Background: an optimization exercise with open tools, aiming at small area. Do not read the settings as production practice.
Function was checked by simulation only, so behaviour that the tests miss may differ from the original.
No activity file was given, so power comes from the tool's default toggle rates.

## design.v

```verilog
`default_nettype none
package sat_pkg;
    localparam int num_bool_vars = 2;                        
    localparam int num_int_vars  = 2;                        
    localparam int num_vars      = num_bool_vars + num_int_vars;  
    localparam int num_clauses   = 4;                        
    localparam int int_width  = 4;    
    localparam int sum_width  = 10;   
    localparam int gain_width = 3;    
    localparam int idx_width  = $clog2(num_clauses);
    localparam int assign_w = num_bool_vars + 2 * int_width;   
    localparam int code_w   = 2 * num_bool_vars;
    localparam int bias_lsb = code_w;
    localparam int coef0_lsb = code_w + int_width;
    localparam int coef1_lsb = code_w + 2 * int_width;
    localparam int clause_w = code_w + 3 * int_width;   
    localparam int formula_w = num_clauses * clause_w;
endpackage
`default_nettype wire
`default_nettype none
module lm_fa
(
    input  wire a,
    input  wire b,
    input  wire c,
    output wire s,
    output wire co
);
    assign s  = a ^ b ^ c;
    assign co = (a & b) | (a & c) | (b & c);
endmodule
module lm_ha
(
    input  wire a,
    input  wire b,
    output wire s,
    output wire co
);
    assign s  = a ^ b;
    assign co = a & b;
endmodule
`default_nettype wire
`default_nettype none
module local_move
(
    input  logic        clk,
    input  logic        rst_n,
    input  logic        clause_write,
    input  logic [1:0]  clause_index,
    input  logic [15:0] clause_data,
    input  logic [3:0]  clause_enable,
    input  logic [9:0]  current,
    input  logic [1:0]  bool_propose_enable,
    input  logic [1:0]  int_propose_enable,
    input  logic        start,
    output logic [11:0] gains,
    output logic [2:0]  best_gain,
    output logic [9:0]  best_assignment,
    output logic        done
);
    logic [15:0] cl0, cl1, cl2, cl3;
    logic [3:0]  cv;
    always_ff @(posedge clk)
    begin
        if (clause_write && clause_index == 2'd0) cl0 <= clause_data;
        if (clause_write && clause_index == 2'd1) cl1 <= clause_data;
        if (clause_write && clause_index == 2'd2) cl2 <= clause_data;
        if (clause_write && clause_index == 2'd3) cl3 <= clause_data;
    end
    always_ff @(posedge clk or negedge rst_n)
    begin
        if (!rst_n)
            cv <= '0;
        else if (clause_write)
            cv[clause_index] <= 1'b1;
    end
    wire [3:0] x  = current[3:0];
    wire [3:0] y  = current[7:4];
    wire       p0 = current[8];
    wire       p1 = current[9];
    wire       xw = (current[3:0] == 4'd7);   
    wire       yw = (current[7:4] == 4'd7);
    wire [3:0] sat0, sat1, sat2, sat3, sat4;
    wire [15:0] c_0 = cl0;
    wire [3:0] b_0 = c_0[7:4];
    wire [3:0] c0_0 = c_0[11:8];
    wire [3:0] c1_0 = c_0[15:12];
    wire k0_1, k0_2, k0_3, k0_4, k0_5, k0_6, k0_7, k0_8, k0_9, k0_10, k0_11, k0_12, k0_13, k0_14, k0_15, k0_16, k0_17, k0_18, k0_19, k0_20, k0_21, k0_22, k0_23, k0_24, k0_25, k0_26, k0_27, k0_28, k0_29, k0_30, k0_31, k0_32, k0_33, k0_34, k0_35, k0_36, k0_37, k0_38, k0_39, k0_40, k0_41, k0_42, k0_43, k0_44, k0_45, k0_46, k0_47, k0_48, k0_49, k0_50, k0_51, k0_52, k0_53, k0_54, k0_55, k0_56, k0_57, k0_58, k0_59, k0_60, k0_61, k0_62, k0_63, k0_64, k0_65, k0_66, k0_67, k0_68, k0_69, k0_70, k0_71, k0_72, k0_73, k0_74, k0_75, k0_76, k0_77, k0_78, k0_79, k0_80, k0_81, k0_82, k0_83, k0_84, k0_85, k0_86, k0_87, k0_88, k0_89, k0_90, k0_91, k0_92, k0_93, k0_94, k0_95, k0_96, k0_97, k0_98, k0_99, k0_100, k0_101, k0_102, k0_103, k0_104, k0_105, k0_106, k0_107, k0_108, k0_109, k0_110, k0_111, k0_112, k0_113, k0_114, k0_115, k0_116, k0_117, k0_118, k0_119, k0_120, k0_121;
    lm_ha u_k0_1 (.a((c1_0[0] & y[0])), .b(b_0[0]), .s(k0_1), .co(k0_2));
    lm_fa u_k0_3 (.a((c1_0[0] & y[1])), .b((c1_0[1] & y[0])), .c(b_0[1]), .s(k0_3), .co(k0_4));
    lm_ha u_k0_5 (.a(k0_2), .b(k0_3), .s(k0_5), .co(k0_6));
    lm_fa u_k0_7 (.a((c1_0[0] & y[2])), .b((c1_0[1] & y[1])), .c((c1_0[2] & y[0])), .s(k0_7), .co(k0_8));
    lm_fa u_k0_9 (.a(b_0[2]), .b(k0_4), .c(k0_6), .s(k0_9), .co(k0_10));
    lm_ha u_k0_11 (.a(k0_7), .b(k0_9), .s(k0_11), .co(k0_12));
    lm_fa u_k0_13 (.a((~c1_0[0] | ~y[3])), .b((c1_0[1] & y[2])), .c((c1_0[2] & y[1])), .s(k0_13), .co(k0_14));
    lm_fa u_k0_15 (.a((~c1_0[3] | ~y[0])), .b(~b_0[3]), .c(1'b1), .s(k0_15), .co(k0_16));
    lm_fa u_k0_17 (.a(k0_8), .b(k0_10), .c(k0_12), .s(k0_17), .co(k0_18));
    lm_fa u_k0_19 (.a(k0_13), .b(k0_15), .c(k0_17), .s(k0_19), .co(k0_20));
    lm_fa u_k0_21 (.a((~c1_0[1] | ~y[3])), .b((c1_0[2] & y[2])), .c((~c1_0[3] | ~y[1])), .s(k0_21), .co(k0_22));
    lm_fa u_k0_23 (.a(k0_14), .b(k0_16), .c(k0_18), .s(k0_23), .co(k0_24));
    lm_fa u_k0_25 (.a(k0_20), .b(k0_21), .c(k0_23), .s(k0_25), .co(k0_26));
    lm_fa u_k0_27 (.a((~c1_0[2] | ~y[3])), .b((~c1_0[3] | ~y[2])), .c(k0_22), .s(k0_27), .co(k0_28));
    lm_fa u_k0_29 (.a(k0_24), .b(k0_26), .c(k0_27), .s(k0_29), .co(k0_30));
    lm_fa u_k0_31 (.a((c1_0[3] & y[3])), .b(k0_28), .c(k0_30), .s(k0_31), .co(k0_32));
    lm_ha u_k0_33 (.a(1'b1), .b(k0_32), .s(k0_33), .co(k0_34));
    assign k0_35 = 1'b1 ^ k0_34;
    lm_ha u_k0_36 (.a(k0_1), .b((c0_0[0] & x[0])), .s(k0_36), .co(k0_37));
    lm_fa u_k0_38 (.a(k0_5), .b((c0_0[0] & x[1])), .c((c0_0[1] & x[0])), .s(k0_38), .co(k0_39));
    lm_ha u_k0_40 (.a(k0_37), .b(k0_38), .s(k0_40), .co(k0_41));
    lm_fa u_k0_42 (.a(k0_11), .b((c0_0[0] & x[2])), .c((c0_0[1] & x[1])), .s(k0_42), .co(k0_43));
    lm_fa u_k0_44 (.a((c0_0[2] & x[0])), .b(k0_39), .c(k0_41), .s(k0_44), .co(k0_45));
    lm_ha u_k0_46 (.a(k0_42), .b(k0_44), .s(k0_46), .co(k0_47));
    lm_fa u_k0_48 (.a(k0_19), .b((~c0_0[0] | ~x[3])), .c((c0_0[1] & x[2])), .s(k0_48), .co(k0_49));
    lm_fa u_k0_50 (.a((c0_0[2] & x[1])), .b((~c0_0[3] | ~x[0])), .c(k0_43), .s(k0_50), .co(k0_51));
    lm_fa u_k0_52 (.a(k0_45), .b(k0_47), .c(k0_48), .s(k0_52), .co(k0_53));
    lm_ha u_k0_54 (.a(k0_50), .b(k0_52), .s(k0_54), .co(k0_55));
    lm_fa u_k0_56 (.a(k0_25), .b((~c0_0[1] | ~x[3])), .c((c0_0[2] & x[2])), .s(k0_56), .co(k0_57));
    lm_fa u_k0_58 (.a((~c0_0[3] | ~x[1])), .b(1'b1), .c(k0_49), .s(k0_58), .co(k0_59));
    lm_fa u_k0_60 (.a(k0_51), .b(k0_53), .c(k0_55), .s(k0_60), .co(k0_61));
    lm_fa u_k0_62 (.a(k0_56), .b(k0_58), .c(k0_60), .s(k0_62), .co(k0_63));
    lm_fa u_k0_64 (.a(k0_29), .b((~c0_0[2] | ~x[3])), .c((~c0_0[3] | ~x[2])), .s(k0_64), .co(k0_65));
    lm_fa u_k0_66 (.a(k0_57), .b(k0_59), .c(k0_61), .s(k0_66), .co(k0_67));
    lm_fa u_k0_68 (.a(k0_63), .b(k0_64), .c(k0_66), .s(k0_68), .co(k0_69));
    lm_fa u_k0_70 (.a(k0_31), .b((c0_0[3] & x[3])), .c(k0_65), .s(k0_70), .co(k0_71));
    lm_fa u_k0_72 (.a(k0_67), .b(k0_69), .c(k0_70), .s(k0_72), .co(k0_73));
    lm_fa u_k0_74 (.a(k0_33), .b(1'b1), .c(k0_71), .s(k0_74), .co(k0_75));
    lm_ha u_k0_76 (.a(k0_73), .b(k0_74), .s(k0_76), .co(k0_77));
    assign k0_78 = k0_35 ^ 1'b1;
    assign k0_79 = k0_75 ^ k0_77;
    assign k0_80 = k0_78 ^ k0_79;
    assign k0_81 = ~k0_80;
    assign k0_82 = k0_36 & c0_0[0];
    assign k0_83 = (k0_40 & c0_0[1]) | (k0_40 & k0_82) | (c0_0[1] & k0_82);
    assign k0_84 = (k0_46 & c0_0[2]) | (k0_46 & k0_83) | (c0_0[2] & k0_83);
    assign k0_85 = (k0_54 & c0_0[3]) | (k0_54 & k0_84) | (c0_0[3] & k0_84);
    assign k0_86 = (k0_62 & c0_0[3]) | (k0_62 & k0_85) | (c0_0[3] & k0_85);
    assign k0_87 = (k0_68 & c0_0[3]) | (k0_68 & k0_86) | (c0_0[3] & k0_86);
    assign k0_88 = (k0_72 & c0_0[3]) | (k0_72 & k0_87) | (c0_0[3] & k0_87);
    assign k0_89 = (k0_76 & c0_0[3]) | (k0_76 & k0_88) | (c0_0[3] & k0_88);
    assign k0_90 = ~(k0_80 ^ c0_0[3] ^ k0_89);
    assign k0_91 = k0_19 | ~c0_0[0];
    assign k0_92 = (k0_25 & ~c0_0[1]) | (k0_25 & k0_91) | (~c0_0[1] & k0_91);
    assign k0_93 = (k0_29 & ~c0_0[2]) | (k0_29 & k0_92) | (~c0_0[2] & k0_92);
    assign k0_94 = (k0_31 & ~c0_0[3]) | (k0_31 & k0_93) | (~c0_0[3] & k0_93);
    assign k0_95 = (k0_33 & ~c0_0[3]) | (k0_33 & k0_94) | (~c0_0[3] & k0_94);
    assign k0_96 = ~(k0_35 ^ ~c0_0[3] ^ k0_95);
    assign k0_97 = xw ? k0_96 : k0_90;
    assign k0_98 = k0_36 ^ c1_0[0];
    assign k0_99 = k0_36 & c1_0[0];
    assign k0_100 = k0_40 ^ c1_0[1] ^ k0_99;
    assign k0_101 = (k0_40 & c1_0[1]) | (k0_40 & k0_99) | (c1_0[1] & k0_99);
    assign k0_102 = k0_46 ^ c1_0[2] ^ k0_101;
    assign k0_103 = (k0_46 & c1_0[2]) | (k0_46 & k0_101) | (c1_0[2] & k0_101);
    assign k0_104 = k0_54 ^ c1_0[3] ^ k0_103;
    assign k0_105 = (k0_54 & c1_0[3]) | (k0_54 & k0_103) | (c1_0[3] & k0_103);
    assign k0_106 = k0_62 ^ c1_0[3] ^ k0_105;
    assign k0_107 = (k0_62 & c1_0[3]) | (k0_62 & k0_105) | (c1_0[3] & k0_105);
    assign k0_108 = k0_68 ^ c1_0[3] ^ k0_107;
    assign k0_109 = (k0_68 & c1_0[3]) | (k0_68 & k0_107) | (c1_0[3] & k0_107);
    assign k0_110 = k0_72 ^ c1_0[3] ^ k0_109;
    assign k0_111 = (k0_72 & c1_0[3]) | (k0_72 & k0_109) | (c1_0[3] & k0_109);
    assign k0_112 = k0_76 ^ c1_0[3] ^ k0_111;
    assign k0_113 = (k0_76 & c1_0[3]) | (k0_76 & k0_111) | (c1_0[3] & k0_111);
    assign k0_114 = k0_80 ^ c1_0[3] ^ k0_113;
    assign k0_115 = ~k0_114;
    assign k0_116 = k0_106 | ~c1_0[0];
    assign k0_117 = (k0_108 & ~c1_0[1]) | (k0_108 & k0_116) | (~c1_0[1] & k0_116);
    assign k0_118 = (k0_110 & ~c1_0[2]) | (k0_110 & k0_117) | (~c1_0[2] & k0_117);
    assign k0_119 = (k0_112 & ~c1_0[3]) | (k0_112 & k0_118) | (~c1_0[3] & k0_118);
    assign k0_120 = ~(k0_114 ^ ~c1_0[3] ^ k0_119);
    assign k0_121 = yw ? k0_120 : k0_115;
    wire h0_0  = c_0[1] & (p0 == c_0[0]);
    wire h0f_0 = c_0[1] & (p0 != c_0[0]);
    wire h1_0  = c_0[3] & (p1 == c_0[2]);
    wire h1f_0 = c_0[3] & (p1 != c_0[2]);
    wire z_0 = ~cv[0];
    wire en_0 = clause_enable[0];
    assign sat0[0] = en_0 & (z_0 | h0_0  | h1_0  | k0_81);
    assign sat1[0] = en_0 & (z_0 | h0f_0 | h1_0  | k0_81);
    assign sat2[0] = en_0 & (z_0 | h0_0  | h1f_0 | k0_81);
    assign sat3[0] = en_0 & (z_0 | h0_0  | h1_0  | k0_97);
    assign sat4[0] = en_0 & (z_0 | h0_0  | h1_0  | k0_121);
    wire [15:0] c_1 = cl1;
    wire [3:0] b_1 = c_1[7:4];
    wire [3:0] c0_1 = c_1[11:8];
    wire [3:0] c1_1 = c_1[15:12];
    wire k1_1, k1_2, k1_3, k1_4, k1_5, k1_6, k1_7, k1_8, k1_9, k1_10, k1_11, k1_12, k1_13, k1_14, k1_15, k1_16, k1_17, k1_18, k1_19, k1_20, k1_21, k1_22, k1_23, k1_24, k1_25, k1_26, k1_27, k1_28, k1_29, k1_30, k1_31, k1_32, k1_33, k1_34, k1_35, k1_36, k1_37, k1_38, k1_39, k1_40, k1_41, k1_42, k1_43, k1_44, k1_45, k1_46, k1_47, k1_48, k1_49, k1_50, k1_51, k1_52, k1_53, k1_54, k1_55, k1_56, k1_57, k1_58, k1_59, k1_60, k1_61, k1_62, k1_63, k1_64, k1_65, k1_66, k1_67, k1_68, k1_69, k1_70, k1_71, k1_72, k1_73, k1_74, k1_75, k1_76, k1_77, k1_78, k1_79, k1_80, k1_81, k1_82, k1_83, k1_84, k1_85, k1_86, k1_87, k1_88, k1_89, k1_90, k1_91, k1_92, k1_93, k1_94, k1_95, k1_96, k1_97, k1_98, k1_99, k1_100, k1_101, k1_102, k1_103, k1_104, k1_105, k1_106, k1_107, k1_108, k1_109, k1_110, k1_111, k1_112, k1_113, k1_114, k1_115, k1_116, k1_117, k1_118, k1_119, k1_120, k1_121;
    lm_ha u_k1_1 (.a((c1_1[0] & y[0])), .b(b_1[0]), .s(k1_1), .co(k1_2));
    lm_fa u_k1_3 (.a((c1_1[0] & y[1])), .b((c1_1[1] & y[0])), .c(b_1[1]), .s(k1_3), .co(k1_4));
    lm_ha u_k1_5 (.a(k1_2), .b(k1_3), .s(k1_5), .co(k1_6));
    lm_fa u_k1_7 (.a((c1_1[0] & y[2])), .b((c1_1[1] & y[1])), .c((c1_1[2] & y[0])), .s(k1_7), .co(k1_8));
    lm_fa u_k1_9 (.a(b_1[2]), .b(k1_4), .c(k1_6), .s(k1_9), .co(k1_10));
    lm_ha u_k1_11 (.a(k1_7), .b(k1_9), .s(k1_11), .co(k1_12));
    lm_fa u_k1_13 (.a((~c1_1[0] | ~y[3])), .b((c1_1[1] & y[2])), .c((c1_1[2] & y[1])), .s(k1_13), .co(k1_14));
    lm_fa u_k1_15 (.a((~c1_1[3] | ~y[0])), .b(~b_1[3]), .c(1'b1), .s(k1_15), .co(k1_16));
    lm_fa u_k1_17 (.a(k1_8), .b(k1_10), .c(k1_12), .s(k1_17), .co(k1_18));
    lm_fa u_k1_19 (.a(k1_13), .b(k1_15), .c(k1_17), .s(k1_19), .co(k1_20));
    lm_fa u_k1_21 (.a((~c1_1[1] | ~y[3])), .b((c1_1[2] & y[2])), .c((~c1_1[3] | ~y[1])), .s(k1_21), .co(k1_22));
    lm_fa u_k1_23 (.a(k1_14), .b(k1_16), .c(k1_18), .s(k1_23), .co(k1_24));
    lm_fa u_k1_25 (.a(k1_20), .b(k1_21), .c(k1_23), .s(k1_25), .co(k1_26));
    lm_fa u_k1_27 (.a((~c1_1[2] | ~y[3])), .b((~c1_1[3] | ~y[2])), .c(k1_22), .s(k1_27), .co(k1_28));
    lm_fa u_k1_29 (.a(k1_24), .b(k1_26), .c(k1_27), .s(k1_29), .co(k1_30));
    lm_fa u_k1_31 (.a((c1_1[3] & y[3])), .b(k1_28), .c(k1_30), .s(k1_31), .co(k1_32));
    lm_ha u_k1_33 (.a(1'b1), .b(k1_32), .s(k1_33), .co(k1_34));
    assign k1_35 = 1'b1 ^ k1_34;
    lm_ha u_k1_36 (.a(k1_1), .b((c0_1[0] & x[0])), .s(k1_36), .co(k1_37));
    lm_fa u_k1_38 (.a(k1_5), .b((c0_1[0] & x[1])), .c((c0_1[1] & x[0])), .s(k1_38), .co(k1_39));
    lm_ha u_k1_40 (.a(k1_37), .b(k1_38), .s(k1_40), .co(k1_41));
    lm_fa u_k1_42 (.a(k1_11), .b((c0_1[0] & x[2])), .c((c0_1[1] & x[1])), .s(k1_42), .co(k1_43));
    lm_fa u_k1_44 (.a((c0_1[2] & x[0])), .b(k1_39), .c(k1_41), .s(k1_44), .co(k1_45));
    lm_ha u_k1_46 (.a(k1_42), .b(k1_44), .s(k1_46), .co(k1_47));
    lm_fa u_k1_48 (.a(k1_19), .b((~c0_1[0] | ~x[3])), .c((c0_1[1] & x[2])), .s(k1_48), .co(k1_49));
    lm_fa u_k1_50 (.a((c0_1[2] & x[1])), .b((~c0_1[3] | ~x[0])), .c(k1_43), .s(k1_50), .co(k1_51));
    lm_fa u_k1_52 (.a(k1_45), .b(k1_47), .c(k1_48), .s(k1_52), .co(k1_53));
    lm_ha u_k1_54 (.a(k1_50), .b(k1_52), .s(k1_54), .co(k1_55));
    lm_fa u_k1_56 (.a(k1_25), .b((~c0_1[1] | ~x[3])), .c((c0_1[2] & x[2])), .s(k1_56), .co(k1_57));
    lm_fa u_k1_58 (.a((~c0_1[3] | ~x[1])), .b(1'b1), .c(k1_49), .s(k1_58), .co(k1_59));
    lm_fa u_k1_60 (.a(k1_51), .b(k1_53), .c(k1_55), .s(k1_60), .co(k1_61));
    lm_fa u_k1_62 (.a(k1_56), .b(k1_58), .c(k1_60), .s(k1_62), .co(k1_63));
    lm_fa u_k1_64 (.a(k1_29), .b((~c0_1[2] | ~x[3])), .c((~c0_1[3] | ~x[2])), .s(k1_64), .co(k1_65));
    lm_fa u_k1_66 (.a(k1_57), .b(k1_59), .c(k1_61), .s(k1_66), .co(k1_67));
    lm_fa u_k1_68 (.a(k1_63), .b(k1_64), .c(k1_66), .s(k1_68), .co(k1_69));
    lm_fa u_k1_70 (.a(k1_31), .b((c0_1[3] & x[3])), .c(k1_65), .s(k1_70), .co(k1_71));
    lm_fa u_k1_72 (.a(k1_67), .b(k1_69), .c(k1_70), .s(k1_72), .co(k1_73));
    lm_fa u_k1_74 (.a(k1_33), .b(1'b1), .c(k1_71), .s(k1_74), .co(k1_75));
    lm_ha u_k1_76 (.a(k1_73), .b(k1_74), .s(k1_76), .co(k1_77));
    assign k1_78 = k1_35 ^ 1'b1;
    assign k1_79 = k1_75 ^ k1_77;
    assign k1_80 = k1_78 ^ k1_79;
    assign k1_81 = ~k1_80;
    assign k1_82 = k1_36 & c0_1[0];
    assign k1_83 = (k1_40 & c0_1[1]) | (k1_40 & k1_82) | (c0_1[1] & k1_82);
    assign k1_84 = (k1_46 & c0_1[2]) | (k1_46 & k1_83) | (c0_1[2] & k1_83);
    assign k1_85 = (k1_54 & c0_1[3]) | (k1_54 & k1_84) | (c0_1[3] & k1_84);
    assign k1_86 = (k1_62 & c0_1[3]) | (k1_62 & k1_85) | (c0_1[3] & k1_85);
    assign k1_87 = (k1_68 & c0_1[3]) | (k1_68 & k1_86) | (c0_1[3] & k1_86);
    assign k1_88 = (k1_72 & c0_1[3]) | (k1_72 & k1_87) | (c0_1[3] & k1_87);
    assign k1_89 = (k1_76 & c0_1[3]) | (k1_76 & k1_88) | (c0_1[3] & k1_88);
    assign k1_90 = ~(k1_80 ^ c0_1[3] ^ k1_89);
    assign k1_91 = k1_19 | ~c0_1[0];
    assign k1_92 = (k1_25 & ~c0_1[1]) | (k1_25 & k1_91) | (~c0_1[1] & k1_91);
    assign k1_93 = (k1_29 & ~c0_1[2]) | (k1_29 & k1_92) | (~c0_1[2] & k1_92);
    assign k1_94 = (k1_31 & ~c0_1[3]) | (k1_31 & k1_93) | (~c0_1[3] & k1_93);
    assign k1_95 = (k1_33 & ~c0_1[3]) | (k1_33 & k1_94) | (~c0_1[3] & k1_94);
    assign k1_96 = ~(k1_35 ^ ~c0_1[3] ^ k1_95);
    assign k1_97 = xw ? k1_96 : k1_90;
    assign k1_98 = k1_36 ^ c1_1[0];
    assign k1_99 = k1_36 & c1_1[0];
    assign k1_100 = k1_40 ^ c1_1[1] ^ k1_99;
    assign k1_101 = (k1_40 & c1_1[1]) | (k1_40 & k1_99) | (c1_1[1] & k1_99);
    assign k1_102 = k1_46 ^ c1_1[2] ^ k1_101;
    assign k1_103 = (k1_46 & c1_1[2]) | (k1_46 & k1_101) | (c1_1[2] & k1_101);
    assign k1_104 = k1_54 ^ c1_1[3] ^ k1_103;
    assign k1_105 = (k1_54 & c1_1[3]) | (k1_54 & k1_103) | (c1_1[3] & k1_103);
    assign k1_106 = k1_62 ^ c1_1[3] ^ k1_105;
    assign k1_107 = (k1_62 & c1_1[3]) | (k1_62 & k1_105) | (c1_1[3] & k1_105);
    assign k1_108 = k1_68 ^ c1_1[3] ^ k1_107;
    assign k1_109 = (k1_68 & c1_1[3]) | (k1_68 & k1_107) | (c1_1[3] & k1_107);
    assign k1_110 = k1_72 ^ c1_1[3] ^ k1_109;
    assign k1_111 = (k1_72 & c1_1[3]) | (k1_72 & k1_109) | (c1_1[3] & k1_109);
    assign k1_112 = k1_76 ^ c1_1[3] ^ k1_111;
    assign k1_113 = (k1_76 & c1_1[3]) | (k1_76 & k1_111) | (c1_1[3] & k1_111);
    assign k1_114 = k1_80 ^ c1_1[3] ^ k1_113;
    assign k1_115 = ~k1_114;
    assign k1_116 = k1_106 | ~c1_1[0];
    assign k1_117 = (k1_108 & ~c1_1[1]) | (k1_108 & k1_116) | (~c1_1[1] & k1_116);
    assign k1_118 = (k1_110 & ~c1_1[2]) | (k1_110 & k1_117) | (~c1_1[2] & k1_117);
    assign k1_119 = (k1_112 & ~c1_1[3]) | (k1_112 & k1_118) | (~c1_1[3] & k1_118);
    assign k1_120 = ~(k1_114 ^ ~c1_1[3] ^ k1_119);
    assign k1_121 = yw ? k1_120 : k1_115;
    wire h0_1  = c_1[1] & (p0 == c_1[0]);
    wire h0f_1 = c_1[1] & (p0 != c_1[0]);
    wire h1_1  = c_1[3] & (p1 == c_1[2]);
    wire h1f_1 = c_1[3] & (p1 != c_1[2]);
    wire z_1 = ~cv[1];
    wire en_1 = clause_enable[1];
    assign sat0[1] = en_1 & (z_1 | h0_1  | h1_1  | k1_81);
    assign sat1[1] = en_1 & (z_1 | h0f_1 | h1_1  | k1_81);
    assign sat2[1] = en_1 & (z_1 | h0_1  | h1f_1 | k1_81);
    assign sat3[1] = en_1 & (z_1 | h0_1  | h1_1  | k1_97);
    assign sat4[1] = en_1 & (z_1 | h0_1  | h1_1  | k1_121);
    wire [15:0] c_2 = cl2;
    wire [3:0] b_2 = c_2[7:4];
    wire [3:0] c0_2 = c_2[11:8];
    wire [3:0] c1_2 = c_2[15:12];
    wire k2_1, k2_2, k2_3, k2_4, k2_5, k2_6, k2_7, k2_8, k2_9, k2_10, k2_11, k2_12, k2_13, k2_14, k2_15, k2_16, k2_17, k2_18, k2_19, k2_20, k2_21, k2_22, k2_23, k2_24, k2_25, k2_26, k2_27, k2_28, k2_29, k2_30, k2_31, k2_32, k2_33, k2_34, k2_35, k2_36, k2_37, k2_38, k2_39, k2_40, k2_41, k2_42, k2_43, k2_44, k2_45, k2_46, k2_47, k2_48, k2_49, k2_50, k2_51, k2_52, k2_53, k2_54, k2_55, k2_56, k2_57, k2_58, k2_59, k2_60, k2_61, k2_62, k2_63, k2_64, k2_65, k2_66, k2_67, k2_68, k2_69, k2_70, k2_71, k2_72, k2_73, k2_74, k2_75, k2_76, k2_77, k2_78, k2_79, k2_80, k2_81, k2_82, k2_83, k2_84, k2_85, k2_86, k2_87, k2_88, k2_89, k2_90, k2_91, k2_92, k2_93, k2_94, k2_95, k2_96, k2_97, k2_98, k2_99, k2_100, k2_101, k2_102, k2_103, k2_104, k2_105, k2_106, k2_107, k2_108, k2_109, k2_110, k2_111, k2_112, k2_113, k2_114, k2_115, k2_116, k2_117, k2_118, k2_119, k2_120, k2_121;
    lm_ha u_k2_1 (.a((c1_2[0] & y[0])), .b(b_2[0]), .s(k2_1), .co(k2_2));
    lm_fa u_k2_3 (.a((c1_2[0] & y[1])), .b((c1_2[1] & y[0])), .c(b_2[1]), .s(k2_3), .co(k2_4));
    lm_ha u_k2_5 (.a(k2_2), .b(k2_3), .s(k2_5), .co(k2_6));
    lm_fa u_k2_7 (.a((c1_2[0] & y[2])), .b((c1_2[1] & y[1])), .c((c1_2[2] & y[0])), .s(k2_7), .co(k2_8));
    lm_fa u_k2_9 (.a(b_2[2]), .b(k2_4), .c(k2_6), .s(k2_9), .co(k2_10));
    lm_ha u_k2_11 (.a(k2_7), .b(k2_9), .s(k2_11), .co(k2_12));
    lm_fa u_k2_13 (.a((~c1_2[0] | ~y[3])), .b((c1_2[1] & y[2])), .c((c1_2[2] & y[1])), .s(k2_13), .co(k2_14));
    lm_fa u_k2_15 (.a((~c1_2[3] | ~y[0])), .b(~b_2[3]), .c(1'b1), .s(k2_15), .co(k2_16));
    lm_fa u_k2_17 (.a(k2_8), .b(k2_10), .c(k2_12), .s(k2_17), .co(k2_18));
    lm_fa u_k2_19 (.a(k2_13), .b(k2_15), .c(k2_17), .s(k2_19), .co(k2_20));
    lm_fa u_k2_21 (.a((~c1_2[1] | ~y[3])), .b((c1_2[2] & y[2])), .c((~c1_2[3] | ~y[1])), .s(k2_21), .co(k2_22));
    lm_fa u_k2_23 (.a(k2_14), .b(k2_16), .c(k2_18), .s(k2_23), .co(k2_24));
    lm_fa u_k2_25 (.a(k2_20), .b(k2_21), .c(k2_23), .s(k2_25), .co(k2_26));
    lm_fa u_k2_27 (.a((~c1_2[2] | ~y[3])), .b((~c1_2[3] | ~y[2])), .c(k2_22), .s(k2_27), .co(k2_28));
    lm_fa u_k2_29 (.a(k2_24), .b(k2_26), .c(k2_27), .s(k2_29), .co(k2_30));
    lm_fa u_k2_31 (.a((c1_2[3] & y[3])), .b(k2_28), .c(k2_30), .s(k2_31), .co(k2_32));
    lm_ha u_k2_33 (.a(1'b1), .b(k2_32), .s(k2_33), .co(k2_34));
    assign k2_35 = 1'b1 ^ k2_34;
    lm_ha u_k2_36 (.a(k2_1), .b((c0_2[0] & x[0])), .s(k2_36), .co(k2_37));
    lm_fa u_k2_38 (.a(k2_5), .b((c0_2[0] & x[1])), .c((c0_2[1] & x[0])), .s(k2_38), .co(k2_39));
    lm_ha u_k2_40 (.a(k2_37), .b(k2_38), .s(k2_40), .co(k2_41));
    lm_fa u_k2_42 (.a(k2_11), .b((c0_2[0] & x[2])), .c((c0_2[1] & x[1])), .s(k2_42), .co(k2_43));
    lm_fa u_k2_44 (.a((c0_2[2] & x[0])), .b(k2_39), .c(k2_41), .s(k2_44), .co(k2_45));
    lm_ha u_k2_46 (.a(k2_42), .b(k2_44), .s(k2_46), .co(k2_47));
    lm_fa u_k2_48 (.a(k2_19), .b((~c0_2[0] | ~x[3])), .c((c0_2[1] & x[2])), .s(k2_48), .co(k2_49));
    lm_fa u_k2_50 (.a((c0_2[2] & x[1])), .b((~c0_2[3] | ~x[0])), .c(k2_43), .s(k2_50), .co(k2_51));
    lm_fa u_k2_52 (.a(k2_45), .b(k2_47), .c(k2_48), .s(k2_52), .co(k2_53));
    lm_ha u_k2_54 (.a(k2_50), .b(k2_52), .s(k2_54), .co(k2_55));
    lm_fa u_k2_56 (.a(k2_25), .b((~c0_2[1] | ~x[3])), .c((c0_2[2] & x[2])), .s(k2_56), .co(k2_57));
    lm_fa u_k2_58 (.a((~c0_2[3] | ~x[1])), .b(1'b1), .c(k2_49), .s(k2_58), .co(k2_59));
    lm_fa u_k2_60 (.a(k2_51), .b(k2_53), .c(k2_55), .s(k2_60), .co(k2_61));
    lm_fa u_k2_62 (.a(k2_56), .b(k2_58), .c(k2_60), .s(k2_62), .co(k2_63));
    lm_fa u_k2_64 (.a(k2_29), .b((~c0_2[2] | ~x[3])), .c((~c0_2[3] | ~x[2])), .s(k2_64), .co(k2_65));
    lm_fa u_k2_66 (.a(k2_57), .b(k2_59), .c(k2_61), .s(k2_66), .co(k2_67));
    lm_fa u_k2_68 (.a(k2_63), .b(k2_64), .c(k2_66), .s(k2_68), .co(k2_69));
    lm_fa u_k2_70 (.a(k2_31), .b((c0_2[3] & x[3])), .c(k2_65), .s(k2_70), .co(k2_71));
    lm_fa u_k2_72 (.a(k2_67), .b(k2_69), .c(k2_70), .s(k2_72), .co(k2_73));
    lm_fa u_k2_74 (.a(k2_33), .b(1'b1), .c(k2_71), .s(k2_74), .co(k2_75));
    lm_ha u_k2_76 (.a(k2_73), .b(k2_74), .s(k2_76), .co(k2_77));
    assign k2_78 = k2_35 ^ 1'b1;
    assign k2_79 = k2_75 ^ k2_77;
    assign k2_80 = k2_78 ^ k2_79;
    assign k2_81 = ~k2_80;
    assign k2_82 = k2_36 & c0_2[0];
    assign k2_83 = (k2_40 & c0_2[1]) | (k2_40 & k2_82) | (c0_2[1] & k2_82);
    assign k2_84 = (k2_46 & c0_2[2]) | (k2_46 & k2_83) | (c0_2[2] & k2_83);
    assign k2_85 = (k2_54 & c0_2[3]) | (k2_54 & k2_84) | (c0_2[3] & k2_84);
    assign k2_86 = (k2_62 & c0_2[3]) | (k2_62 & k2_85) | (c0_2[3] & k2_85);
    assign k2_87 = (k2_68 & c0_2[3]) | (k2_68 & k2_86) | (c0_2[3] & k2_86);
    assign k2_88 = (k2_72 & c0_2[3]) | (k2_72 & k2_87) | (c0_2[3] & k2_87);
    assign k2_89 = (k2_76 & c0_2[3]) | (k2_76 & k2_88) | (c0_2[3] & k2_88);
    assign k2_90 = ~(k2_80 ^ c0_2[3] ^ k2_89);
    assign k2_91 = k2_19 | ~c0_2[0];
    assign k2_92 = (k2_25 & ~c0_2[1]) | (k2_25 & k2_91) | (~c0_2[1] & k2_91);
    assign k2_93 = (k2_29 & ~c0_2[2]) | (k2_29 & k2_92) | (~c0_2[2] & k2_92);
    assign k2_94 = (k2_31 & ~c0_2[3]) | (k2_31 & k2_93) | (~c0_2[3] & k2_93);
    assign k2_95 = (k2_33 & ~c0_2[3]) | (k2_33 & k2_94) | (~c0_2[3] & k2_94);
    assign k2_96 = ~(k2_35 ^ ~c0_2[3] ^ k2_95);
    assign k2_97 = xw ? k2_96 : k2_90;
    assign k2_98 = k2_36 ^ c1_2[0];
    assign k2_99 = k2_36 & c1_2[0];
    assign k2_100 = k2_40 ^ c1_2[1] ^ k2_99;
    assign k2_101 = (k2_40 & c1_2[1]) | (k2_40 & k2_99) | (c1_2[1] & k2_99);
    assign k2_102 = k2_46 ^ c1_2[2] ^ k2_101;
    assign k2_103 = (k2_46 & c1_2[2]) | (k2_46 & k2_101) | (c1_2[2] & k2_101);
    assign k2_104 = k2_54 ^ c1_2[3] ^ k2_103;
    assign k2_105 = (k2_54 & c1_2[3]) | (k2_54 & k2_103) | (c1_2[3] & k2_103);
    assign k2_106 = k2_62 ^ c1_2[3] ^ k2_105;
    assign k2_107 = (k2_62 & c1_2[3]) | (k2_62 & k2_105) | (c1_2[3] & k2_105);
    assign k2_108 = k2_68 ^ c1_2[3] ^ k2_107;
    assign k2_109 = (k2_68 & c1_2[3]) | (k2_68 & k2_107) | (c1_2[3] & k2_107);
    assign k2_110 = k2_72 ^ c1_2[3] ^ k2_109;
    assign k2_111 = (k2_72 & c1_2[3]) | (k2_72 & k2_109) | (c1_2[3] & k2_109);
    assign k2_112 = k2_76 ^ c1_2[3] ^ k2_111;
    assign k2_113 = (k2_76 & c1_2[3]) | (k2_76 & k2_111) | (c1_2[3] & k2_111);
    assign k2_114 = k2_80 ^ c1_2[3] ^ k2_113;
    assign k2_115 = ~k2_114;
    assign k2_116 = k2_106 | ~c1_2[0];
    assign k2_117 = (k2_108 & ~c1_2[1]) | (k2_108 & k2_116) | (~c1_2[1] & k2_116);
    assign k2_118 = (k2_110 & ~c1_2[2]) | (k2_110 & k2_117) | (~c1_2[2] & k2_117);
    assign k2_119 = (k2_112 & ~c1_2[3]) | (k2_112 & k2_118) | (~c1_2[3] & k2_118);
    assign k2_120 = ~(k2_114 ^ ~c1_2[3] ^ k2_119);
    assign k2_121 = yw ? k2_120 : k2_115;
    wire h0_2  = c_2[1] & (p0 == c_2[0]);
    wire h0f_2 = c_2[1] & (p0 != c_2[0]);
    wire h1_2  = c_2[3] & (p1 == c_2[2]);
    wire h1f_2 = c_2[3] & (p1 != c_2[2]);
    wire z_2 = ~cv[2];
    wire en_2 = clause_enable[2];
    assign sat0[2] = en_2 & (z_2 | h0_2  | h1_2  | k2_81);
    assign sat1[2] = en_2 & (z_2 | h0f_2 | h1_2  | k2_81);
    assign sat2[2] = en_2 & (z_2 | h0_2  | h1f_2 | k2_81);
    assign sat3[2] = en_2 & (z_2 | h0_2  | h1_2  | k2_97);
    assign sat4[2] = en_2 & (z_2 | h0_2  | h1_2  | k2_121);
    wire [15:0] c_3 = cl3;
    wire [3:0] b_3 = c_3[7:4];
    wire [3:0] c0_3 = c_3[11:8];
    wire [3:0] c1_3 = c_3[15:12];
    wire k3_1, k3_2, k3_3, k3_4, k3_5, k3_6, k3_7, k3_8, k3_9, k3_10, k3_11, k3_12, k3_13, k3_14, k3_15, k3_16, k3_17, k3_18, k3_19, k3_20, k3_21, k3_22, k3_23, k3_24, k3_25, k3_26, k3_27, k3_28, k3_29, k3_30, k3_31, k3_32, k3_33, k3_34, k3_35, k3_36, k3_37, k3_38, k3_39, k3_40, k3_41, k3_42, k3_43, k3_44, k3_45, k3_46, k3_47, k3_48, k3_49, k3_50, k3_51, k3_52, k3_53, k3_54, k3_55, k3_56, k3_57, k3_58, k3_59, k3_60, k3_61, k3_62, k3_63, k3_64, k3_65, k3_66, k3_67, k3_68, k3_69, k3_70, k3_71, k3_72, k3_73, k3_74, k3_75, k3_76, k3_77, k3_78, k3_79, k3_80, k3_81, k3_82, k3_83, k3_84, k3_85, k3_86, k3_87, k3_88, k3_89, k3_90, k3_91, k3_92, k3_93, k3_94, k3_95, k3_96, k3_97, k3_98, k3_99, k3_100, k3_101, k3_102, k3_103, k3_104, k3_105, k3_106, k3_107, k3_108, k3_109, k3_110, k3_111, k3_112, k3_113, k3_114, k3_115, k3_116, k3_117, k3_118, k3_119, k3_120, k3_121;
    lm_ha u_k3_1 (.a((c1_3[0] & y[0])), .b(b_3[0]), .s(k3_1), .co(k3_2));
    lm_fa u_k3_3 (.a((c1_3[0] & y[1])), .b((c1_3[1] & y[0])), .c(b_3[1]), .s(k3_3), .co(k3_4));
    lm_ha u_k3_5 (.a(k3_2), .b(k3_3), .s(k3_5), .co(k3_6));
    lm_fa u_k3_7 (.a((c1_3[0] & y[2])), .b((c1_3[1] & y[1])), .c((c1_3[2] & y[0])), .s(k3_7), .co(k3_8));
    lm_fa u_k3_9 (.a(b_3[2]), .b(k3_4), .c(k3_6), .s(k3_9), .co(k3_10));
    lm_ha u_k3_11 (.a(k3_7), .b(k3_9), .s(k3_11), .co(k3_12));
    lm_fa u_k3_13 (.a((~c1_3[0] | ~y[3])), .b((c1_3[1] & y[2])), .c((c1_3[2] & y[1])), .s(k3_13), .co(k3_14));
    lm_fa u_k3_15 (.a((~c1_3[3] | ~y[0])), .b(~b_3[3]), .c(1'b1), .s(k3_15), .co(k3_16));
    lm_fa u_k3_17 (.a(k3_8), .b(k3_10), .c(k3_12), .s(k3_17), .co(k3_18));
    lm_fa u_k3_19 (.a(k3_13), .b(k3_15), .c(k3_17), .s(k3_19), .co(k3_20));
    lm_fa u_k3_21 (.a((~c1_3[1] | ~y[3])), .b((c1_3[2] & y[2])), .c((~c1_3[3] | ~y[1])), .s(k3_21), .co(k3_22));
    lm_fa u_k3_23 (.a(k3_14), .b(k3_16), .c(k3_18), .s(k3_23), .co(k3_24));
    lm_fa u_k3_25 (.a(k3_20), .b(k3_21), .c(k3_23), .s(k3_25), .co(k3_26));
    lm_fa u_k3_27 (.a((~c1_3[2] | ~y[3])), .b((~c1_3[3] | ~y[2])), .c(k3_22), .s(k3_27), .co(k3_28));
    lm_fa u_k3_29 (.a(k3_24), .b(k3_26), .c(k3_27), .s(k3_29), .co(k3_30));
    lm_fa u_k3_31 (.a((c1_3[3] & y[3])), .b(k3_28), .c(k3_30), .s(k3_31), .co(k3_32));
    lm_ha u_k3_33 (.a(1'b1), .b(k3_32), .s(k3_33), .co(k3_34));
    assign k3_35 = 1'b1 ^ k3_34;
    lm_ha u_k3_36 (.a(k3_1), .b((c0_3[0] & x[0])), .s(k3_36), .co(k3_37));
    lm_fa u_k3_38 (.a(k3_5), .b((c0_3[0] & x[1])), .c((c0_3[1] & x[0])), .s(k3_38), .co(k3_39));
    lm_ha u_k3_40 (.a(k3_37), .b(k3_38), .s(k3_40), .co(k3_41));
    lm_fa u_k3_42 (.a(k3_11), .b((c0_3[0] & x[2])), .c((c0_3[1] & x[1])), .s(k3_42), .co(k3_43));
    lm_fa u_k3_44 (.a((c0_3[2] & x[0])), .b(k3_39), .c(k3_41), .s(k3_44), .co(k3_45));
    lm_ha u_k3_46 (.a(k3_42), .b(k3_44), .s(k3_46), .co(k3_47));
    lm_fa u_k3_48 (.a(k3_19), .b((~c0_3[0] | ~x[3])), .c((c0_3[1] & x[2])), .s(k3_48), .co(k3_49));
    lm_fa u_k3_50 (.a((c0_3[2] & x[1])), .b((~c0_3[3] | ~x[0])), .c(k3_43), .s(k3_50), .co(k3_51));
    lm_fa u_k3_52 (.a(k3_45), .b(k3_47), .c(k3_48), .s(k3_52), .co(k3_53));
    lm_ha u_k3_54 (.a(k3_50), .b(k3_52), .s(k3_54), .co(k3_55));
    lm_fa u_k3_56 (.a(k3_25), .b((~c0_3[1] | ~x[3])), .c((c0_3[2] & x[2])), .s(k3_56), .co(k3_57));
    lm_fa u_k3_58 (.a((~c0_3[3] | ~x[1])), .b(1'b1), .c(k3_49), .s(k3_58), .co(k3_59));
    lm_fa u_k3_60 (.a(k3_51), .b(k3_53), .c(k3_55), .s(k3_60), .co(k3_61));
    lm_fa u_k3_62 (.a(k3_56), .b(k3_58), .c(k3_60), .s(k3_62), .co(k3_63));
    lm_fa u_k3_64 (.a(k3_29), .b((~c0_3[2] | ~x[3])), .c((~c0_3[3] | ~x[2])), .s(k3_64), .co(k3_65));
    lm_fa u_k3_66 (.a(k3_57), .b(k3_59), .c(k3_61), .s(k3_66), .co(k3_67));
    lm_fa u_k3_68 (.a(k3_63), .b(k3_64), .c(k3_66), .s(k3_68), .co(k3_69));
    lm_fa u_k3_70 (.a(k3_31), .b((c0_3[3] & x[3])), .c(k3_65), .s(k3_70), .co(k3_71));
    lm_fa u_k3_72 (.a(k3_67), .b(k3_69), .c(k3_70), .s(k3_72), .co(k3_73));
    lm_fa u_k3_74 (.a(k3_33), .b(1'b1), .c(k3_71), .s(k3_74), .co(k3_75));
    lm_ha u_k3_76 (.a(k3_73), .b(k3_74), .s(k3_76), .co(k3_77));
    assign k3_78 = k3_35 ^ 1'b1;
    assign k3_79 = k3_75 ^ k3_77;
    assign k3_80 = k3_78 ^ k3_79;
    assign k3_81 = ~k3_80;
    assign k3_82 = k3_36 & c0_3[0];
    assign k3_83 = (k3_40 & c0_3[1]) | (k3_40 & k3_82) | (c0_3[1] & k3_82);
    assign k3_84 = (k3_46 & c0_3[2]) | (k3_46 & k3_83) | (c0_3[2] & k3_83);
    assign k3_85 = (k3_54 & c0_3[3]) | (k3_54 & k3_84) | (c0_3[3] & k3_84);
    assign k3_86 = (k3_62 & c0_3[3]) | (k3_62 & k3_85) | (c0_3[3] & k3_85);
    assign k3_87 = (k3_68 & c0_3[3]) | (k3_68 & k3_86) | (c0_3[3] & k3_86);
    assign k3_88 = (k3_72 & c0_3[3]) | (k3_72 & k3_87) | (c0_3[3] & k3_87);
    assign k3_89 = (k3_76 & c0_3[3]) | (k3_76 & k3_88) | (c0_3[3] & k3_88);
    assign k3_90 = ~(k3_80 ^ c0_3[3] ^ k3_89);
    assign k3_91 = k3_19 | ~c0_3[0];
    assign k3_92 = (k3_25 & ~c0_3[1]) | (k3_25 & k3_91) | (~c0_3[1] & k3_91);
    assign k3_93 = (k3_29 & ~c0_3[2]) | (k3_29 & k3_92) | (~c0_3[2] & k3_92);
    assign k3_94 = (k3_31 & ~c0_3[3]) | (k3_31 & k3_93) | (~c0_3[3] & k3_93);
    assign k3_95 = (k3_33 & ~c0_3[3]) | (k3_33 & k3_94) | (~c0_3[3] & k3_94);
    assign k3_96 = ~(k3_35 ^ ~c0_3[3] ^ k3_95);
    assign k3_97 = xw ? k3_96 : k3_90;
    assign k3_98 = k3_36 ^ c1_3[0];
    assign k3_99 = k3_36 & c1_3[0];
    assign k3_100 = k3_40 ^ c1_3[1] ^ k3_99;
    assign k3_101 = (k3_40 & c1_3[1]) | (k3_40 & k3_99) | (c1_3[1] & k3_99);
    assign k3_102 = k3_46 ^ c1_3[2] ^ k3_101;
    assign k3_103 = (k3_46 & c1_3[2]) | (k3_46 & k3_101) | (c1_3[2] & k3_101);
    assign k3_104 = k3_54 ^ c1_3[3] ^ k3_103;
    assign k3_105 = (k3_54 & c1_3[3]) | (k3_54 & k3_103) | (c1_3[3] & k3_103);
    assign k3_106 = k3_62 ^ c1_3[3] ^ k3_105;
    assign k3_107 = (k3_62 & c1_3[3]) | (k3_62 & k3_105) | (c1_3[3] & k3_105);
    assign k3_108 = k3_68 ^ c1_3[3] ^ k3_107;
    assign k3_109 = (k3_68 & c1_3[3]) | (k3_68 & k3_107) | (c1_3[3] & k3_107);
    assign k3_110 = k3_72 ^ c1_3[3] ^ k3_109;
    assign k3_111 = (k3_72 & c1_3[3]) | (k3_72 & k3_109) | (c1_3[3] & k3_109);
    assign k3_112 = k3_76 ^ c1_3[3] ^ k3_111;
    assign k3_113 = (k3_76 & c1_3[3]) | (k3_76 & k3_111) | (c1_3[3] & k3_111);
    assign k3_114 = k3_80 ^ c1_3[3] ^ k3_113;
    assign k3_115 = ~k3_114;
    assign k3_116 = k3_106 | ~c1_3[0];
    assign k3_117 = (k3_108 & ~c1_3[1]) | (k3_108 & k3_116) | (~c1_3[1] & k3_116);
    assign k3_118 = (k3_110 & ~c1_3[2]) | (k3_110 & k3_117) | (~c1_3[2] & k3_117);
    assign k3_119 = (k3_112 & ~c1_3[3]) | (k3_112 & k3_118) | (~c1_3[3] & k3_118);
    assign k3_120 = ~(k3_114 ^ ~c1_3[3] ^ k3_119);
    assign k3_121 = yw ? k3_120 : k3_115;
    wire h0_3  = c_3[1] & (p0 == c_3[0]);
    wire h0f_3 = c_3[1] & (p0 != c_3[0]);
    wire h1_3  = c_3[3] & (p1 == c_3[2]);
    wire h1f_3 = c_3[3] & (p1 != c_3[2]);
    wire z_3 = ~cv[3];
    wire en_3 = clause_enable[3];
    assign sat0[3] = en_3 & (z_3 | h0_3  | h1_3  | k3_81);
    assign sat1[3] = en_3 & (z_3 | h0f_3 | h1_3  | k3_81);
    assign sat2[3] = en_3 & (z_3 | h0_3  | h1f_3 | k3_81);
    assign sat3[3] = en_3 & (z_3 | h0_3  | h1_3  | k3_97);
    assign sat4[3] = en_3 & (z_3 | h0_3  | h1_3  | k3_121);
    function automatic logic [2:0] pop4(input logic [3:0] v);
        logic s0, c0;
        s0 = v[0] ^ v[1] ^ v[2];
        c0 = (v[0] & v[1]) | (v[0] & v[2]) | (v[1] & v[2]);
        pop4 = {c0 & s0 & v[3], c0 ^ (s0 & v[3]), s0 ^ v[3]};
    endfunction
    wire [2:0] cnt0 = pop4(sat0);
    wire [2:0] cnt1 = pop4(sat1);
    wire [2:0] cnt2 = pop4(sat2);
    wire [2:0] cnt3 = pop4(sat3);
    wire [2:0] cnt4 = pop4(sat4);
    logic [14:0] s1_cnt;
    logic [9:0]  s1_cur;
    logic [3:0]  s1_pe;
    logic        v1;
    always_ff @(posedge clk)
    begin
        s1_cnt <= {cnt4, cnt3, cnt2, cnt1, cnt0};
        s1_cur <= current;
        s1_pe  <= {int_propose_enable, bool_propose_enable};
    end
    always_ff @(posedge clk or negedge rst_n)
    begin
        if (!rst_n)
            v1 <= 1'b0;
        else
            v1 <= start;
    end
    wire [2:0] cnt [5];
    for (genvar j = 0; j < 5; j++)
    begin : g_cnt
        assign cnt[j] = s1_cnt[3*j +: 3];
    end
    logic [11:0] r_gains;
    logic [2:0]  r_best;
    logic [3:0]  win;     
    logic        found;
    always_comb
    begin
        r_best = cnt[0];
        win    = '0;
        found  = 1'b0;
        for (int i = 0; i < 4; i++)
        begin
            r_gains[3*i +: 3] = s1_pe[i] ? cnt[i+1] : 3'd0;
            if (s1_pe[i] && (!found || (cnt[i+1] > r_best)))
            begin
                r_best = cnt[i+1];
                win    = 4'(1) << i;
                found  = 1'b1;
            end
        end
    end
    wire [3:0] xi = {s1_cur[3] ^ (&s1_cur[2:0]), s1_cur[2] ^ (&s1_cur[1:0]), s1_cur[1] ^ s1_cur[0], ~s1_cur[0]};
    wire [3:0] yi = {s1_cur[7] ^ (&s1_cur[6:4]), s1_cur[6] ^ (&s1_cur[5:4]), s1_cur[5] ^ s1_cur[4], ~s1_cur[4]};
    wire [9:0] r_assign = {s1_cur[9] ^ win[1], s1_cur[8] ^ win[0],
                           win[3] ? yi : s1_cur[7:4],
                           win[2] ? xi : s1_cur[3:0]};
    always_ff @(posedge clk or negedge rst_n)
    begin
        if (!rst_n)
        begin
            gains           <= '0;
            best_gain       <= '0;
            best_assignment <= '0;
            done            <= 1'b0;
        end
        else
        begin
            done <= v1;
            if (v1)
            begin
                gains           <= r_gains;
                best_gain       <= r_best;
                best_assignment <= r_assign;
            end
        end
    end
endmodule
`default_nettype wire
```

## run.sh

```bash
#!/bin/bash
# synth_recipe.tcl (not shown) runs the flow's synth.tcl, then flattens the netlist and writes it again
# the make line also repeats each setting of config.mk as NAME=value (left out here)
make -C /OpenROAD-flow-scripts/flow DESIGN_CONFIG=/design/flow/config.mk WORK_HOME=/design/flow/orfs CLKGATE_MAP_FILE= SYNTH_SCRIPT=/design/flow/synth_recipe.tcl finish
```

## config.mk

```make
export PLATFORM = sky130hd
export DESIGN_NAME = local_move
export DESIGN_NICKNAME = local_move
export VERILOG_FILES = /design/flow/design.v
export SDC_FILE = /design/flow/constraint.sdc
export NUM_CORES = 4
export LEC_CHECK = 0
export CAP_MARGIN = 20
export CORE_MARGIN = 2
export CORE_UTILIZATION = 65
export CTS_BUF_LIST = sky130_fd_sc_hd__clkbuf_4 sky130_fd_sc_hd__clkbuf_8
export SLEW_MARGIN = 20
export SYNTH_HIERARCHICAL = 1
```

## constraint.sdc

```tcl
create_clock -name core_clock -period 12.0 [get_ports {clk}]
set_input_delay 2.4000 -clock core_clock [delete_from_list [all_inputs] [get_ports {clk}]]
set_output_delay 2.4000 -clock core_clock [all_outputs]
set_load 0.01 [all_outputs]
```

==> out/metrics.yaml, run 1 <==
worst_setup_path:
  r2r_cells: 23
  critical_path_class: "primary input to register"
  regToRegSetupSlack_ns: 3.18
  crit_family: "adder cells"
  path_buf_inv: 2
  cpPeakStageDelay_ns: 0.78
  cp_max_fo: 13
  r2r-start: "cl2[13]"
  cp-end-kind: "register"
  worst-endpoint-arrival_ns: 11.30
  cp-start-kind: "primary input"
  cpMostUsedCell: "fa_1"
  crit_chain: "clkdlybuf4s50_1, and2_1, fa_1, ha_1, fa_1, ha_1, fa_1, fa_1, fa_1, fa_1, ha_1, fa_1, fa_1, fa_1, fa_1, fa_1, fa_1, inv_1, o21ai_0, a21oi_1, xnor2_1, o21ai_1, fa_1, a2111oi_2"
  crit_slowest_cell: "clkdlybuf4s50_1"
  timing.rr.end: "s1_cnt[14]"
  required_ns: 12.31
cells_and_area:
  final_cell_count_no_fill: 1145
  drive_gt1_share_pct: 7.52
  n_antenna_cell: 0
  layout.nets: 1175
  final_cell_mix: "fa_1, and2_1, nand2_1, clkdlybuf4s50_1, edfxtp_1"
  final_common_cell: "fa_1"
  area_delta_synth_final_pct: 13.5
  final_cell_area_um2: 11300
global_route:
  grt_max_degree: 51
  grt_pass1_vias: 7095
  antenna_found_initial: 0
  grt.total_usage_pct: 29.5
  grt.overflow.total: 0
  grt_first_pass_wirelength_um: 36400
timing:
  period_minus_slack_ns: 10.98
  fin_skew_ns: 0.0196
  worst_pin_slew_ns: 0.911
  setup_viol: 0
  fin_crit_sh_pct: 91.5
  rsz0062_at_grt: "false"
  relSlewSlack_pct: 39.1
  fin_tns_setup_ns: 0
  hold_viol: 0
  setup_slack_ns: 1.02
  fmax_mhz: 91.0
  final_max_slew_viol_count: 0
route:
  drt_pre_antenna_iters: 5
  ant_nets: 0
  highest_layer: "met4"
  route.met3.wl_um: 1160
  route.detailed.wl_per_inst_um: 19.2
  drc: 0
  vias_per_cell: 5.89
  wl_met1_um: 9230
  drt_iter0_drc: 417
  routed_wirelength_um: 22000
  vias: 6740
  dr_wl_met2_um: 11200
synthesis:
  synth_top_cell_area_share_pct: 27.7
  yosysUniqueCellTypes: 62
  ys_ff_latch: 124
  ys_seq_area_share_pct: 33.1
  synthTopCellsByArea: "fa_1, edfxtp_1, dfrtp_1"
  synth_edf_count: 64
  async_flop_share_pct: 25.0
  yosysTopAreaCell: "fa_1"
  synthesis.instances: 853
  synth.cell_area_um2: 9920
  avgSynthCellArea_um2: 11.6
  yosys_warnings: 7
  dominantRegCellSynth: "edfxtp_1"
clock_network:
  insertion_delay_ns: 0.46
  cts_htree_levels: 4
  cts_buffer_depth: 2
  cts_sinks: 124
  cts-hold-fix-buffers: 0
  postCtsSetupBuffers: 0
  cts_made_buffers: 17
  cts_tree: "yes"
  cts_resized: 0
  clock-root-buffer: "clkbuf_8"
  cts.clk_slew.worst_paths_ns: 0.08
placement:
  dp_slack_ns: 0.553
  io_buffers: 65
  place_inst: 1113
  gp_congestion: 0.880
  dpl.hpwl_um: 17300
  postPlaceCellArea_um2: 10900
floorplan:
  die_h_um: 128
  ios: 66
  rows: 45
  die_w_um: 128
  die_area_um2: 16300
  start_util_pct: 66.0
  fp.coreArea_um2: 15000
hold_path:
  min_delay_worst_endpoint: "cv[3]"
  hold_start: "cv[3]"
  hold_path_depth: 1
  hold_path_class: "register to register"
job:
  max_cap_viol_count: 0
power:
  leakage_nw: 4.66
  power_density_nw_per_um2: 274
  irDropWorstVdd_mv: 0.210
  fin_total_pwr_w: 0.00309
outcome:
  outcome: "complete, no violations"
per-stage QoR:
| step | util, % | hold slack, ns |
|---|---|---|
| 3_3_place_gp | 72.3 | 0.454 |
| 4_1_cts | 74.9 | 0.483 |
| 6_report | 74.9 | 0.482 |
| 5_1_grt | 74.9 | 0.496 |
| 3_5_place_dp | 72.3 | 0.461 |
| 2_1_floorplan | - | 0.406 |
area by class of cell:
type,instances,area (um2)
Multi-Input combinational cell,670,6420
Fill cell,1026,3770
Sequential cell,124,3280
Timing Repair Buffer,76,733
Tap cell,188,235
Clock buffer,17,234
Inverter,55,206
Clock inverter,15,153
registers in the layout, summed over array words and instances (netlist names):
register and cells:
v1 1, best_assignment 10, s1_pe 4, cl0 16, s1_cnt 15, done 1, cl1 16, s1_cur 10
cl2 16, gains 12, best_gain 3, cv 4, cl3 16
kinds of logic (layout without fill, tap and decap cells):
kind of cell | count (synthesis) | after routing | synth area share [%]
compound gates | 108 | 108 | 7.08
xor+xnor | 38 | 38 | 3.36
fa+ha+maj | 211 | 211 | 36.6
buf+inv | 74 | 163 | 2.83
flops | 124 | 124 | 33.1
mux | 20 | 20 | 2.04
other cells | 1 | 16 | 0.0378
simple gates | 277 | 277 | 15.0
cells in the mapped netlist, types with 22 or more instances:
library cell	number
a21oi_1	22
and2_1	77
dfrtp_1	31
dfxtp_1	29
edfxtp_1	64
fa_1	137
ha_1	54
inv_1	53
nand2_1	69
nor2_1	34
o21ai_0	32
xnor2_1	24
Yosys stat by module, one instance, submodules excluded:
module	flip-flops and latches	cells inside	cell area, um2
local_move	124	701	7140
lm_fa	0	1	20.0
lm_ha	0	1	12.5
report_power, final:
part           total (W)  switching, W  internal (W)
sequential      0.000575     0.0000542      0.000520
clock           0.000368      0.000197      0.000172
combinational    0.00215       0.00113       0.00102
total            0.00309       0.00138       0.00171
layer usage:
layer	global-route usage, %	vias up
met1	38.8	3404
met4	8.66	0
met3	5.23	31
li1	-	3081
met5	0	-
met2	50.7	224
worst max-delay path by stage:
stage,startpoint,to,slack (ns),depth (start not counted)
final,current[4],s1_cnt[14],1.02,24
after global placement,current[4],s1_cnt[13],0.75,26
after floorplan,current[4],s1_cnt[13],1.69,26
after CTS,current[4],s1_cnt[13],1.08,26
after global routing,current[4],s1_cnt[14],0.72,24
after detailed placement,current[4],s1_cnt[13],0.55,26
==> run 2, diff against run 1 <==
--- a/config.mk
+++ b/config.mk
@@ -7,7 +7,6 @@
 export LEC_CHECK = 0
 export CAP_MARGIN = 20
 export CORE_MARGIN = 2
-export CORE_UTILIZATION = 65
-export CTS_BUF_LIST = sky130_fd_sc_hd__clkbuf_4 sky130_fd_sc_hd__clkbuf_8
+export CORE_UTILIZATION = 40
 export SLEW_MARGIN = 20
 export SYNTH_HIERARCHICAL = 1
==> out/metrics.yaml, run 2 <==
clock_network:
  cts_tree: "yes"
  cts_resized: 0
  insertion_delay_ns: 0.42
  cts-hold-fix-buffers: 0
  postCtsSetupBuffers: 0
  cts_made_buffers: 17
  cts_buffer_depth: 2
  cts_htree_levels: 4
  cts.clk_slew.worst_paths_ns: 0.06
  cts_sinks: 124
  clock-root-buffer: "clkbuf_16"
floorplan:
  die_area_um2: 26100
  fp.coreArea_um2: 24300
  ios: 66
  die_h_um: 161
  rows: 57
  die_w_um: 161
  start_util_pct: 40.8
power:
  p_switching_w: 0.00137
  seqPwrFrac_pct: 18.0
  p_comb_share_pct: 65.8
  p_sw_share_pct: 42.8
  p_clk_share_pct: 16.3
  leakage_nw: 4.77
  fin_total_pwr_w: 0.00319
  irDropWorstVdd_mv: 0.123
  p_int_w: 0.00183
  power_density_nw_per_um2: 274
worst_setup_path:
  worst-endpoint-arrival_ns: 11.30
  required_ns: 12.31
  cpPeakStageDelay_ns: 0.68
  path_buf_inv: 3
  cp-start-kind: "primary input"
  cp-end-kind: "register"
  startpoint: "current[5]"
  cpMostUsedCell: "fa_1"
  crit_family: "adder cells"
  critical_path_class: "primary input to register"
  crit_slowest_cell: "clkdlybuf4s50_1"
  r2r-start: "cl2[12]"
  cp_max_fo: 13
synthesis:
  dominantRegCellSynth: "edfxtp_1"
  synthTopCellsByArea: "fa_1, edfxtp_1, dfrtp_1"
  ys_seq_area_share_pct: 33.1
  synthesis.instances: 853
  yosys.cell_count.top_type: "fa_1"
  yosys_warnings: 7
  ys_ff_latch: 124
  avgSynthCellArea_um2: 11.6
  synth.cell_area_um2: 9920
  synth_common_cells: "fa_1, and2_1, nand2_1"
  synth_edf_count: 64
  yosysTopAreaCell: "fa_1"
  yosysUniqueCellTypes: 62
  async_flop_share_pct: 25.0
  synth_top_cell_area_share_pct: 27.7
cells_and_area:
  final_common_cell: "fa_1"
  fillers: 2221
  n_antenna_cell: 0
  final_cell_mix: "fa_1, and2_1, nand2_1, clkdlybuf4s50_1, edfxtp_1"
  layout.nets: 1179
  multi_input_area_um2: 6420
  area_delta_synth_final_pct: 17.7
  drive_gt1_share_pct: 7.91
  final_cell_count_no_fill: 1285
  seq_area_um2: 3280
hold_path:
  hold_path_class: "register to register"
  hold_start: "cv[3]"
global_route:
  grt.total_usage_pct: 18.5
  antenna_found_initial: 0
  grt_max_degree: 51
  grt_pass1_vias: 7000
  grt.overflow.total: 0
  grt_first_pass_wirelength_um: 37200
timing:
  rsz0062_at_grt: "false"
  hold_viol: 0
  setup_viol: 0
  final_max_slew_viol_count: 0
  worst_pin_slew_ns: 0.840
  relSlewSlack_pct: 44.0
  period_minus_slack_ns: 11.00
  fin_skew_ns: 0.0132
  fin_tns_setup_ns: 0
  fin_crit_sh_pct: 91.6
  fmax_mhz: 90.9
placement:
  dpl.hpwl_um: 17500
  gp_congestion: 0.838
  place_inst: 1253
  io_buffers: 65
route:
  ant_nets: 0
  vias_per_cell: 5.10
  drt_pre_antenna_iters: 5
  routed_wirelength_um: 22300
  drt_iter0_drc: 381
  vias: 6559
  drc: 0
  route.detailed.wl_per_inst_um: 17.3
outcome:
  outcome: "complete, no violations"
job:
  max_cap_viol_count: 0
-- run 2: final cells by class --
class,count,area share [%]
sequential,124,28.1
timing repair buffer,80,6.54
inverter,55,1.77
clock buffer,17,3.64
multi-input combinational,670,55.0
tap,324,3.47
clock inverter,15,1.49
-- run 2: worst reg2reg max path, delay by kind of cell (launching register included) --
kind	cells	cell delay, ns
AO/OA/AOI/OAI	3	0.36
buffers and inverters	2	0.09
adder cells (fa/ha/maj)	17	7.04
flip-flops	1	0.50
AND/OR/NAND/NOR	1	0.23
XOR/XNOR	2	0.41
-- run 2: worst paths after layout --
check | endpoint | slack, ns | cells after the start
max in group asynchronous | cv[0] | 9.31 | 2
max reg2reg | s1_cnt[13] | 3.24 | 25
max | s1_cnt[13] | 1.00 | 26
min in group asynchronous | best_assignment[0] | 2.39 | 2
min | cv[3] | 0.48 | 1
min reg2reg | cv[3] | 0.48 | 1
-- run 2: routing by layer --
layer | GRT usage, % | vias up | wire length, um
met5 | 0 | - | 0
met4 | 5.52 | 0 | 428
met3 | 3.16 | 24 | 980
met2 | 31.2 | 146 | 10900
met1 | 24.5 | 3296 | 10000
li1 | - | 3093 | -
-- run 2: stage by stage --
stage | util [%] | setup slack (ns) | cell area (um2) | hold WS (ns)
after CTS | 48.0 | 0.967 | 11700 | 0.484
after global routing | 48.0 | 0.574 | 11700 | 0.496
after floorplan | - | 1.69 | 9970 | 0.406
final | 48.0 | 1.00 | 11700 | 0.478
after global placement | 45.5 | 0.686 | 11100 | 0.459
after detailed placement | 45.5 | 0.579 | 11100 | 0.461
-- run 2: kinds of logic (layout without fill, tap and decap cells) --
family                   after synthesis  after routing  share of synthesized area [%]
adder cells (fa/ha/maj)              211            211                           36.6
XOR/XNOR                              38             38                           3.36
multiplexers                          20             20                           2.04
flip-flops                           124            124                           33.1
AO/OA/AOI/OAI                        108            108                           7.08
buffers and inverters                 74            167                           2.83
other                                  1             16                         0.0378
AND/OR/NAND/NOR                      277            277                           15.0
-- run 2: per-module statistics from Yosys, one instance, submodules excluded --
| module | flops+latches | area (um2) |
|---|---|---|
| lm_ha | 0 | 12.5 |
| lm_fa | 0 | 20.0 |
| local_move | 124 | 7140 |
-- run 2: power groups by stage --
stage	Clock, W	Sequential (W)	Combinational, W
global placement	0	0.000583	0.00207
CTS	0.000534	0.000574	0.00213
floorplan	0	0.000577	0.00162
detailed placement	0	0.000582	0.00212
finish	0.000519	0.000573	0.00210
global route	0.000550	0.000582	0.00242

[afterwards: timing with drivers on the ports]
The results above use ideal ports. As a check the final layouts listed here were re-extracted and re-timed, cells and wires unchanged.
Step 1: set_driving_cell puts a clkbuf_16 on clk and a buf_2 on each other input, an assumption about the parent block.
Step 2 times the ports against the registers' clock, not the clock port: input delays grow and output delays shrink by t, the midpoint of the rising clock arrivals with the driver on.
a / b / c = ideal / step 1 / step 2; a / b = the first two.
| run | t, ns | setup slack, ns | hold WS [ns] | worst slew at a driven data input, ns | pins driven straight from the clock port |
|---|---|---|---|---|---|
| run 1 | 0.490 | 1.015 / 1.022 / 0.532 | 0.482 / 0.482 / 0.482 | 0.04 | 1 |
| run 2 | 0.463 | 1.004 / 1.022 / 0.559 | 0.478 / 0.478 / 0.478 | 0.04 | 1 |
After both steps setup and hold are still met in every run listed. The setup slack of run 1, which loses most, moves by +0.007 ns with the drivers and by -0.483 ns with both steps.
